Background: an optimization exercise with open tools, aiming at small area. Do not read the settings as production practice.
The RTL was checked by simulation tests, not by an equivalence proof against the original design.
Power figures rest on the tool's default switching activity, not on a simulated workload.

==> design/flow/design.v <==
package pong_pkg;
	typedef logic [7:0] pixel_t;
	typedef logic [10:0] hcount_t;
	typedef logic [9:0] vcount_t;
	typedef logic [2:0] sync_t;
	typedef logic [1:0] mode_t;
	localparam mode_t mode_game = 2'd0;
	localparam mode_t mode_border = 2'd1;
	localparam mode_t mode_bars = 2'd2;
	localparam mode_t mode_game_alt = 2'd3;
	typedef logic [1:0] speed_t;
	localparam int PUCK_SIZE = 64;
	localparam int PADDLE_W = 16;
	localparam int PADDLE_H = 128;
	localparam int PADDLE_STEP = 8;
	localparam int PADDLE_MARGIN = 20;
	localparam int PUCK_MIN_X = 5;
	localparam int PUCK_MIN_Y = 1;
	localparam pixel_t PUCK0_COLOR = 8'b111_000_11;
	localparam pixel_t PUCK1_COLOR = 8'b111_111_00;
	localparam pixel_t PADDLE_COLOR = 8'b000_111_00;
	localparam sync_t SYNC_IDLE = 3'b110;
	localparam int RENDER_DELAY = 2;
endpackage
import pong_pkg::*;
module puck_hit (
	input logic [10:0] zx,
	input logic [10:0] zy,
	output logic hit
);
	logic in_x;
	logic in_y;
	logic [5:0] w;
	logic [4:0] m;
	logic lt;
	assign in_x = zx[10] & (zx[9:7] == 3'd0) & (~zx[6] | (zx[5:0] == 6'd0));
	assign in_y = zy[10] & (zy[9:7] == 3'd0) & (~zy[6] | (zy[5:0] == 6'd0));
	always_comb begin
		case (zy[5:0])
			6'd0: w = 6'd0;
			6'd1: w = 6'd7;
			6'd2: w = 6'd11;
			6'd3: w = 6'd13;
			6'd4: w = 6'd15;
			6'd5: w = 6'd17;
			6'd6: w = 6'd18;
			6'd7: w = 6'd19;
			6'd8: w = 6'd21;
			6'd9: w = 6'd22;
			6'd10: w = 6'd23;
			6'd11: w = 6'd24;
			6'd12: w = 6'd24;
			6'd13: w = 6'd25;
			6'd14: w = 6'd26;
			6'd15: w = 6'd27;
			6'd16: w = 6'd27;
			6'd17: w = 6'd28;
			6'd18: w = 6'd28;
			6'd19: w = 6'd29;
			6'd20: w = 6'd29;
			6'd21: w = 6'd30;
			6'd22: w = 6'd30;
			6'd23: w = 6'd30;
			6'd24: w = 6'd30;
			6'd25: w = 6'd31;
			6'd26: w = 6'd31;
			6'd27: w = 6'd31;
			6'd28: w = 6'd31;
			6'd29: w = 6'd31;
			6'd30: w = 6'd31;
			6'd31: w = 6'd31;
			6'd32: w = 6'd32;
			6'd33: w = 6'd31;
			6'd34: w = 6'd31;
			6'd35: w = 6'd31;
			6'd36: w = 6'd31;
			6'd37: w = 6'd31;
			6'd38: w = 6'd31;
			6'd39: w = 6'd31;
			6'd40: w = 6'd30;
			6'd41: w = 6'd30;
			6'd42: w = 6'd30;
			6'd43: w = 6'd30;
			6'd44: w = 6'd29;
			6'd45: w = 6'd29;
			6'd46: w = 6'd28;
			6'd47: w = 6'd28;
			6'd48: w = 6'd27;
			6'd49: w = 6'd27;
			6'd50: w = 6'd26;
			6'd51: w = 6'd25;
			6'd52: w = 6'd24;
			6'd53: w = 6'd24;
			6'd54: w = 6'd23;
			6'd55: w = 6'd22;
			6'd56: w = 6'd21;
			6'd57: w = 6'd19;
			6'd58: w = 6'd18;
			6'd59: w = 6'd17;
			6'd60: w = 6'd15;
			6'd61: w = 6'd13;
			6'd62: w = 6'd11;
			6'd63: w = 6'd7;
			default: w = 6'd0;
		endcase
	end
	assign m = zx[4:0] ^ {5{~zx[5]}};
	always_comb begin
		lt = zx[5];
		for (int i = 0; i < 5; i++) begin
			lt = (~m[i] & w[i]) | (~(m[i] ^ w[i]) & lt);
		end
		lt = w[5] | lt;
	end
	assign hit = in_x & in_y & lt;
endmodule
module puck_axis #(
	parameter logic [9:0] START = 10'd255,
	parameter bit START_UP = 1'b1,
	parameter bit IS_X = 1'b1
) (
	input logic pixel_clk,
	input logic reset,
	input logic frame_pulse,
	input logic [1:0] speed,
	input logic [9:0] raster,
	output logic [10:0] z
);
	logic up;
	logic [9:0] e;
	logic [1:0] d;
	logic [10:0] c;
	logic [9:0] r;
	logic bounce;
	logic [9:0] nxt;
	logic [9:0] b;
	logic [10:0] cz;
	assign d = speed & {2{frame_pulse}};
	always_comb begin
		r[0] = e[0];
		r[1] = e[1] ^ d[0];
		c[2] = e[1] & d[0];
		r[2] = e[2] ^ d[1] ^ c[2];
		c[3] = (e[2] & d[1]) | (e[2] & c[2]) | (d[1] & c[2]);
		for (int i = 3; i < 10; i++) begin
			r[i] = e[i] ^ c[i];
			c[i + 1] = e[i] & c[i];
		end
		c[1:0] = 2'b00;
	end
	generate
		if (IS_X) begin : g_x
			assign bounce = up ? (r[9] & r[8] & r[7] & r[6]) : (c[10] | (&r[9:2]));
			assign nxt = bounce ? {3'b000, up, 3'b000, ~up, 2'b00} : r;
		end else begin : g_y
			assign bounce = up ? (r[9] & r[7] & r[6]) : c[10];
			assign nxt = bounce ? {1'b0, up, 1'b0, up, 6'd0} : r;
		end
	endgenerate
	always_ff @(posedge pixel_clk or posedge reset) begin
		if (reset) begin
			e <= START;
			up <= START_UP;
		end else begin
			e <= nxt;
			up <= up ^ bounce;
		end
	end
	assign b = e ^ {10{up}};
	always_comb begin
		cz[0] = 1'b0;
		for (int i = 0; i < 10; i++) begin
			z[i] = raster[i] ^ b[i] ^ cz[i];
			cz[i + 1] = (raster[i] & b[i]) | (raster[i] & cz[i]) | (b[i] & cz[i]);
		end
		z[10] = cz[10];
	end
endmodule
module paddle_axis #(
	parameter bit IS_X = 1'b1
) (
	input logic pixel_clk,
	input logic reset,
	input logic frame_pulse,
	input logic dec,
	input logic inc,
	output logic [6:0] k
);
	logic at_lo;
	logic at_hi;
	logic move;
	logic [7:0] c;
	logic [6:0] nxt;
	assign at_lo = (k[6:2] == 5'd0) & ~k[0];
	generate
		if (IS_X) begin : g_x
			assign at_hi = k[6] & k[5] & k[4] & k[3] & k[1] & k[0];
		end else begin : g_y
			assign at_hi = k[6] & k[3] & k[2] & k[0];
		end
	endgenerate
	assign move = frame_pulse & (dec ? ~at_lo : (inc & ~at_hi));
	always_comb begin
		c[0] = move;
		for (int i = 0; i < 7; i++) begin
			nxt[i] = k[i] ^ c[i];
			c[i + 1] = (k[i] ^ dec) & c[i];
		end
	end
	always_ff @(posedge pixel_clk or posedge reset) begin
		if (reset) begin
			k <= 7'd2;
		end else begin
			k <= nxt;
		end
	end
endmodule
module pong_top #(
	parameter int H_ACTIVE = 1024,
	parameter int H_FP = 24,
	parameter int H_SYNC = 136,
	parameter int H_BP = 160,
	parameter int V_ACTIVE = 768,
	parameter int V_FP = 3,
	parameter int V_SYNC = 6,
	parameter int V_BP = 29
) (
	input logic pixel_clk,
	input logic reset,
	input logic btn_up,
	input logic btn_down,
	input logic btn_left,
	input logic btn_right,
	input logic wb_cyc,
	input logic wb_stb,
	input logic wb_we,
	input logic wb_adr,
	input logic [7:0] wb_dat_w,
	output logic [7:0] wb_dat_r,
	output logic wb_ack,
	output logic hsync,
	output logic vsync,
	output logic video_on,
	output logic [2:0] vga_red,
	output logic [2:0] vga_green,
	output logic [1:0] vga_blue
);
	logic [10:0] hc;
	logic [9:0] vc;
	logic [11:0] hcy;
	logic [10:0] vcy;
	logic [10:0] hinc;
	logic [9:0] vinc;
	logic h_end;
	logic v_end;
	logic frame_pulse;
	logic f_end;
	assign h_end = hc[10] & hc[8] & (&hc[5:0]);
	assign v_end = vc[9] & vc[8] & vc[5] & vc[2] & vc[0];
	assign f_end = h_end & v_end;
	assign frame_pulse = hc[10] & hc[8] & (hc[5:0] == 6'b111101) &
		vc[9] & vc[8] & (vc[5:0] == 6'b000010);
	always_comb begin
		hcy[0] = 1'b1;
		for (int i = 0; i < 11; i++) begin
			hinc[i] = hc[i] ^ hcy[i];
			hcy[i + 1] = hc[i] & hcy[i];
		end
		vcy[0] = h_end;
		for (int i = 0; i < 10; i++) begin
			vinc[i] = vc[i] ^ vcy[i];
			vcy[i + 1] = vc[i] & vcy[i];
		end
	end
	always_ff @(posedge pixel_clk or posedge reset) begin
		if (reset) begin
			hc <= 11'd1341;
			vc <= 10'd805;
		end else begin
			hc <= {hinc[10] & ~h_end, hinc[9], hinc[8] & ~h_end, hinc[7],
				hinc[6] & ~h_end, hinc[5:0]};
			vc <= {vinc[9] & ~f_end, vinc[8] & ~f_end, vinc[7:6], vinc[5] & ~f_end,
				vinc[4:3], vinc[2] & ~f_end, vinc[1] & ~f_end, vinc[0]};
		end
	end
	logic req;
	logic [1:0] mode;
	logic [1:0] mode_d;
	logic [1:0] speed_x;
	logic [1:0] speed_y;
	logic [3:0] dat_r;
	assign req = wb_cyc & wb_stb & ~wb_ack;
	always_ff @(posedge pixel_clk or posedge reset) begin
		if (reset) begin
			wb_ack <= 1'b0;
			mode <= 2'd0;
			speed_x <= 2'd1;
			speed_y <= 2'd1;
		end else begin
			wb_ack <= req;
			if (req && wb_we) begin
				if (wb_adr) begin
					speed_x <= wb_dat_w[3:2];
					speed_y <= wb_dat_w[1:0];
				end else begin
					mode <= wb_dat_w[1:0];
				end
			end
		end
	end
	always_ff @(posedge pixel_clk) begin
		dat_r <= wb_adr ? {speed_x, speed_y} : {2'b00, mode};
		mode_d <= mode;
	end
	assign wb_dat_r = {4'b0000, dat_r};
	logic [10:0] z0x, z0y, z1x, z1y;
	puck_axis #(.START(10'd255), .START_UP(1'b1), .IS_X(1'b1)) i_p0x (
		.pixel_clk(pixel_clk), .reset(reset), .frame_pulse(frame_pulse),
		.speed(speed_x), .raster(hc[9:0]), .z(z0x));
	puck_axis #(.START(10'd191), .START_UP(1'b1), .IS_X(1'b0)) i_p0y (
		.pixel_clk(pixel_clk), .reset(reset), .frame_pulse(frame_pulse),
		.speed(speed_y), .raster(vc), .z(z0y));
	puck_axis #(.START(10'd512), .START_UP(1'b0), .IS_X(1'b1)) i_p1x (
		.pixel_clk(pixel_clk), .reset(reset), .frame_pulse(frame_pulse),
		.speed(speed_x), .raster(hc[9:0]), .z(z1x));
	puck_axis #(.START(10'd640), .START_UP(1'b0), .IS_X(1'b0)) i_p1y (
		.pixel_clk(pixel_clk), .reset(reset), .frame_pulse(frame_pulse),
		.speed(speed_y), .raster(vc), .z(z1y));
	logic [6:0] kx;
	logic [6:0] ky;
	paddle_axis #(.IS_X(1'b1)) i_padx (
		.pixel_clk(pixel_clk), .reset(reset), .frame_pulse(frame_pulse),
		.dec(btn_left), .inc(btn_right), .k(kx));
	paddle_axis #(.IS_X(1'b0)) i_pady (
		.pixel_clk(pixel_clk), .reset(reset), .frame_pulse(frame_pulse),
		.dec(btn_up), .inc(btn_down), .k(ky));
	logic hit0;
	logic hit1;
	logic pad;
	logic pad_x;
	logic pad_y;
	logic [7:0] gx;
	logic [7:0] gy;
	logic [8:0] bx;
	logic [8:0] by;
	logic on;
	logic border;
	logic red;
	logic green;
	logic blue;
	puck_hit i_hit0 (.zx(z0x), .zy(z0y), .hit(hit0));
	puck_hit i_hit1 (.zx(z1x), .zy(z1y), .hit(hit1));
	always_comb begin
		gx[0] = ~hc[2];
		bx[1] = hc[2];
		gy[0] = ~vc[2];
		by[1] = vc[2];
		for (int i = 1; i < 8; i++) begin
			gx[i] = hc[i + 2] ^ ~kx[i - 1] ^ bx[i];
			bx[i + 1] = (hc[i + 2] & ~kx[i - 1]) | (hc[i + 2] & bx[i]) | (~kx[i - 1] & bx[i]);
			gy[i] = vc[i + 2] ^ ~ky[i - 1] ^ by[i];
			by[i + 1] = (vc[i + 2] & ~ky[i - 1]) | (vc[i + 2] & by[i]) | (~ky[i - 1] & by[i]);
		end
		bx[0] = 1'b0;
		by[0] = 1'b0;
	end
	assign pad_x = bx[8] & (gx[7:2] == 6'd0);
	assign pad_y = by[8] & (gy[7:5] == 3'd0);
	assign pad = pad_x & pad_y;
	assign on = ~hc[10] & ~(vc[9] & vc[8]);
	assign border = (hc[9:0] == 10'd0) | (&hc[9:0]) | (vc == 10'd0) |
		(vc[9] & (&vc[7:0]));
	always_comb begin
		case (mode_d)
			2'd1: {red, green, blue} = {3{border}};
			2'd2: {red, green, blue} = {hc[8], hc[7], hc[6]};
			default: {red, green, blue} = {hit0 | hit1, hit1 | pad, hit0};
		endcase
	end
	assign hsync = ~(hc[10] & ~hc[8] & ~(hc[7] & (hc[6] | hc[5])) &
		(hc[7] | hc[6] | hc[5] | (hc[4] & hc[3])));
	assign vsync = ~(vc[9] & vc[8] & ~vc[5] & ~vc[4] &
		((~vc[3] & (vc[2] | (vc[1] & vc[0]))) | (vc[3] & ~vc[2] & ~vc[1] & ~vc[0])));
	assign video_on = on;
	assign vga_red = {3{on & red}};
	assign vga_green = {3{on & green}};
	assign vga_blue = {2{on & blue}};
endmodule
==> design/flow/run.sh <==
#!/bin/bash
# synth_recipe.tcl (not shown) runs the flow's synth.tcl, then flattens the netlist and writes it again
# the make line also repeats each setting of config.mk as NAME=value (left out here)
make -C /OpenROAD-flow-scripts/flow DESIGN_CONFIG=/design/flow/config.mk WORK_HOME=/design/flow/orfs CLKGATE_MAP_FILE= SYNTH_SCRIPT=/design/flow/synth_recipe.tcl finish
==> design/flow/config.mk <==
export PLATFORM = sky130hd
export DESIGN_NAME = pong_top
export DESIGN_NICKNAME = pong_top
export VERILOG_FILES = /design/flow/design.v
export SDC_FILE = /design/flow/constraint.sdc
export NUM_CORES = 4
export LEC_CHECK = 0
export CAP_MARGIN = 20
export CORE_MARGIN = 2
export CORE_UTILIZATION = 70
export SLEW_MARGIN = 20
==> design/flow/constraint.sdc <==
create_clock -name core_clock -period 15.0 [get_ports {pixel_clk}]
set_input_delay 3.0000 -clock core_clock [delete_from_list [all_inputs] [get_ports {pixel_clk}]]
set_output_delay 3.0000 -clock core_clock [all_outputs]
set_load 0.01 [all_outputs]
==> out/qor.yml <==
global_route:
  grt_max_degree: 85
  grt_first_pass_wirelength_um: 25100
  grt-ovfl-total: 0
  track_usage: 0.289
  grt_pass1_vias: 5197
  antenna_found_initial: 0
pwr:
  p_clk_frac: 0.321
  seqPwrFrac: 0.549
  leakage_nw: 3.60
  switchingPower_w: 0.000118
  ir_drop_uv: 75.9
  pwr-share-comb: 0.130
  swShare: 0.253
  cellPowerDensity_nw_per_um2: 60.4
  intPower_w: 0.000348
yosys:
  ys_seq_elements: 90
  syn_area_per_cell_um2: 10.5
  synth.area.mux_share: 0.0287
  synth-simple-area-share: 0.155
  netlist.area_leader.share: 0.166
  syn_area_um2: 7220
  synth_edf_count: 0
  yosys.area_share.xor_xnor: 0.0764
  synth-compound-area-share: 0.0954
  synth_area_leaders: "dfrtp_1, ha_1, fa_1"
  yosys-top-cells-count: "ha_1, inv_1, fa_1"
  yosysSeqAreaShare: 0.314
  yosysTopAreaCell: "dfrtp_1"
  ys_async_sr_fraction: 0.933
  synthAdderAreaFrac: 0.280
  ys.flop_type: "dfrtp_1"
  synth_cell_type_count: 70
  syn_inst: 690
  yosysMostFrequentCell: "ha_1"
  yosysWarningCount: 8
  synth_top_family_by_area: "adder cells"
detailed_routing:
  vias_per_cell: 6.04
  wl_per_cell_um: 17.6
  dr.first_iter.drc_count: 384
  num_vias: 5103
  ant_nets: 0
  drcViolationCount: 0
  drtPass1Iterations: 5
  wirelength_um: 14900
place:
  port_buffers: 29
  globalplace.congestion: 0.886
  place_hpwl_um: 11600
  dpl_cell_area_um2: 7550
sta:
  period_needed_ns: 10.27
  finalMaxSlewViolations: 0
  relSlewSlack: 0.487
  fmax_mhz: 97.4
  tns_ns: 0
  setup_viol: 0
  worst-slew-pin-transition_ns: 0.770
  finClkSkew_ns: 0.0147
  rsz0062_at_grt: "no"
  finalCritPeriodShare: 0.685
  hold_violations: 0
cts:
  postCtsHoldBufs: 0
  cts_tree: "done"
  path_clk_slew_ns: 0.09
  post_cts_buffers: 0
  cts_buffers: 9
  cts_num_sinks: 90
  cts_buffer_depth: 2
  clock_latency_ns: 0.37
  cts-root-buf: "clkbuf_8"
  cts_resized: 0
  htree_num_levels: 3
cells_and_area:
  area_delta_synth_final_pct: 6.89
  nets: 851
  design_area_um2: 7720
  n_fill_cell: 691
  insertedDiodeCount: 0
  layout-drive-gt1-share: 0.107
  utilization: 0.758
die:
  initial_utilization: 0.709
  pin_count: 38
  die_w_um: 106
  dieArea_um2: 11100
  die_y_um: 106
  core_region_area_um2: 10200
  rows: 37
setup_path:
  cp_max_fo: 13
  critPathLaunchType: "flip-flop"
  worstSetupEndpointType: "output port"
  worst_ep_arrival_time_ns: 7.27
  cp-startpoint: "i_p0x.up"
  path_class: "reg -> out"
  crit_required_ns: 12.00
  r2r_start: "vc[5]"
worst_hold_path:
  hold_path_class: "reg -> reg"
  hp-start: "mode[1]"
status:
  outcome: "timing/DRC/antenna clean"
flow_run:
  max_cap_viol_count: 0
[layer usage]
metal  routed length [um]  vias up  track usage
met2                 7290      135        0.471
met3                  689       31       0.0526
met5                    0        -            0
met1                 6520     2537        0.389
met4                  402        0        0.106
li1                     -     2400            -
[layout by cell type (no fill, tap or decap), types with 5 or more instances in the layout]
master           count
xnor2_1             40
o21a_1               5
inv_1               53
nor2b_1             10
mux2_2              10
dfxtp_1              6
ha_1                80
a31oi_1              7
nand2b_1            13
o211ai_1             5
nand4_1             15
nor3_1               5
and3_1              14
nand2_1             33
clkbuf_8            10
and2_1              26
nand3b_1             6
xor2_1              23
nor4_1               5
mux2i_1              5
fa_1                49
dfstp_2             36
nor2_1              40
a21oi_1             29
a211oi_1             9
o21ai_0             15
dfrtp_1             48
clkdlybuf4s50_1     29
[final timing paths]
kind | endpoint | slack, ns | depth (start not counted)
setup / recovery | vga_red[0] | 4.73 | 20
hold / removal | mode_d[1] | 0.40 | 0
setup reg to reg | i_p1x.e[7] | 10.61 | 16
hold reg to reg | mode_d[1] | 0.40 | 0
max in group asynchronous | i_padx.k[0] | 11.32 | 3
min in group asynchronous | i_p1y.e[3] | 3.14 | 3
[stage by stage]
step | instances | hold WS [ns] | power (W) | worst slack (ns)
after floorplan | 693 | 0.360 | 0.000296 | 5.67
after detailed placement | 829 | 0.386 | 0.000320 | 5.22
after global placement | 829 | 0.383 | 0.000318 | 5.36
after CTS | 845 | 0.410 | 0.000469 | 4.74
final | 845 | 0.403 | 0.000466 | 4.73
after global routing | 845 | 0.427 | 0.000482 | 4.43
[registers in the layout, summed over array words and instances (netlist names), 2 cells and up]
register and cells:
vc 10, i_pady.k 7, speed_y 2, speed_x 2, mode 2, i_p0x.e 10, hc 11, i_p1y.e 9
i_padx.k 7, dat_r 4, i_p0y.e 10, mode_d 2, i_p1x.e 9
[power by group through the flow]
stage               combinational (W)  sequential (W)  clock (W)
finish                      0.0000607        0.000256   0.000150
global placement            0.0000585        0.000259          0
detailed placement          0.0000598        0.000261          0
CTS                         0.0000605        0.000256   0.000153
floorplan                   0.0000358        0.000260          0
global route                0.0000651        0.000257   0.000159
[critical path: stages, from the launching register on]
cell             delay, ns
dfstp_2               0.74
xor2_1                0.20
ha_1                  0.16
inv_1                 0.05
fa_1                  0.42
fa_1                  0.43
fa_1                  0.43
fa_1                  0.41
inv_1                 0.08
fa_1                  0.17
inv_1                 0.05
fa_1                  0.42
fa_1                  0.43
fa_1                  0.43
fa_1                  0.44
nor2_1                0.12
nand3_1               0.12
o41ai_1               0.37
o221ai_1              0.21
a221oi_1              0.57
clkdlybuf4s50_1       0.65
[cell type report]
cell class | instances | area [um^2] | area share
repair buffers | 30 | 302 | 0.0390
multi-input cells | 517 | 4600 | 0.596
inverters | 56 | 211 | 0.0274
flip-flops and latches | 90 | 2270 | 0.294
well taps | 136 | 170 | 0.0220
clock inverters | 3 | 18.8 | 0.00243
clock buffers | 13 | 149 | 0.0193
[cell families after synthesis]
family | count (synthesis)
AO/OA/AOI/OAI | 104
XOR/XNOR | 63
adder cells (fa/ha/maj) | 133
buffers and inverters | 86
flip-flops | 90
multiplexers | 17
other | 1
AND/OR/NAND/NOR | 196

what the ideal ports hide:
How much do the figures lean on ideal ports? The routed layout below was timed once more, with nothing changed but the port constraints. Step 1 sets driving cells, clkbuf_16 on the clock port and buf_2 on the other inputs (assumed; they add their load-dependent delay and slew). Step 2, shift: input delay + t, output delay - t, t = (earliest + latest rising clock arrival at the registers) / 2. This alone moves slack from input paths to output paths. Slacks: ideal / step 1 / step 2; pairs: ideal / step 1.
t (ns): 0.398
slack for setup (ns): 4.731 / 4.697 / 5.094
worst setup path after step 2: register to output
slew at the worst register clock pin (ns): 0.09 / 0.09
worst slew at a driven data input, ns: 0.04
After both steps this run still meets setup and hold. For this run, drivers alone change the setup slack by -0.034 ns; drivers and shift together by +0.363 ns.
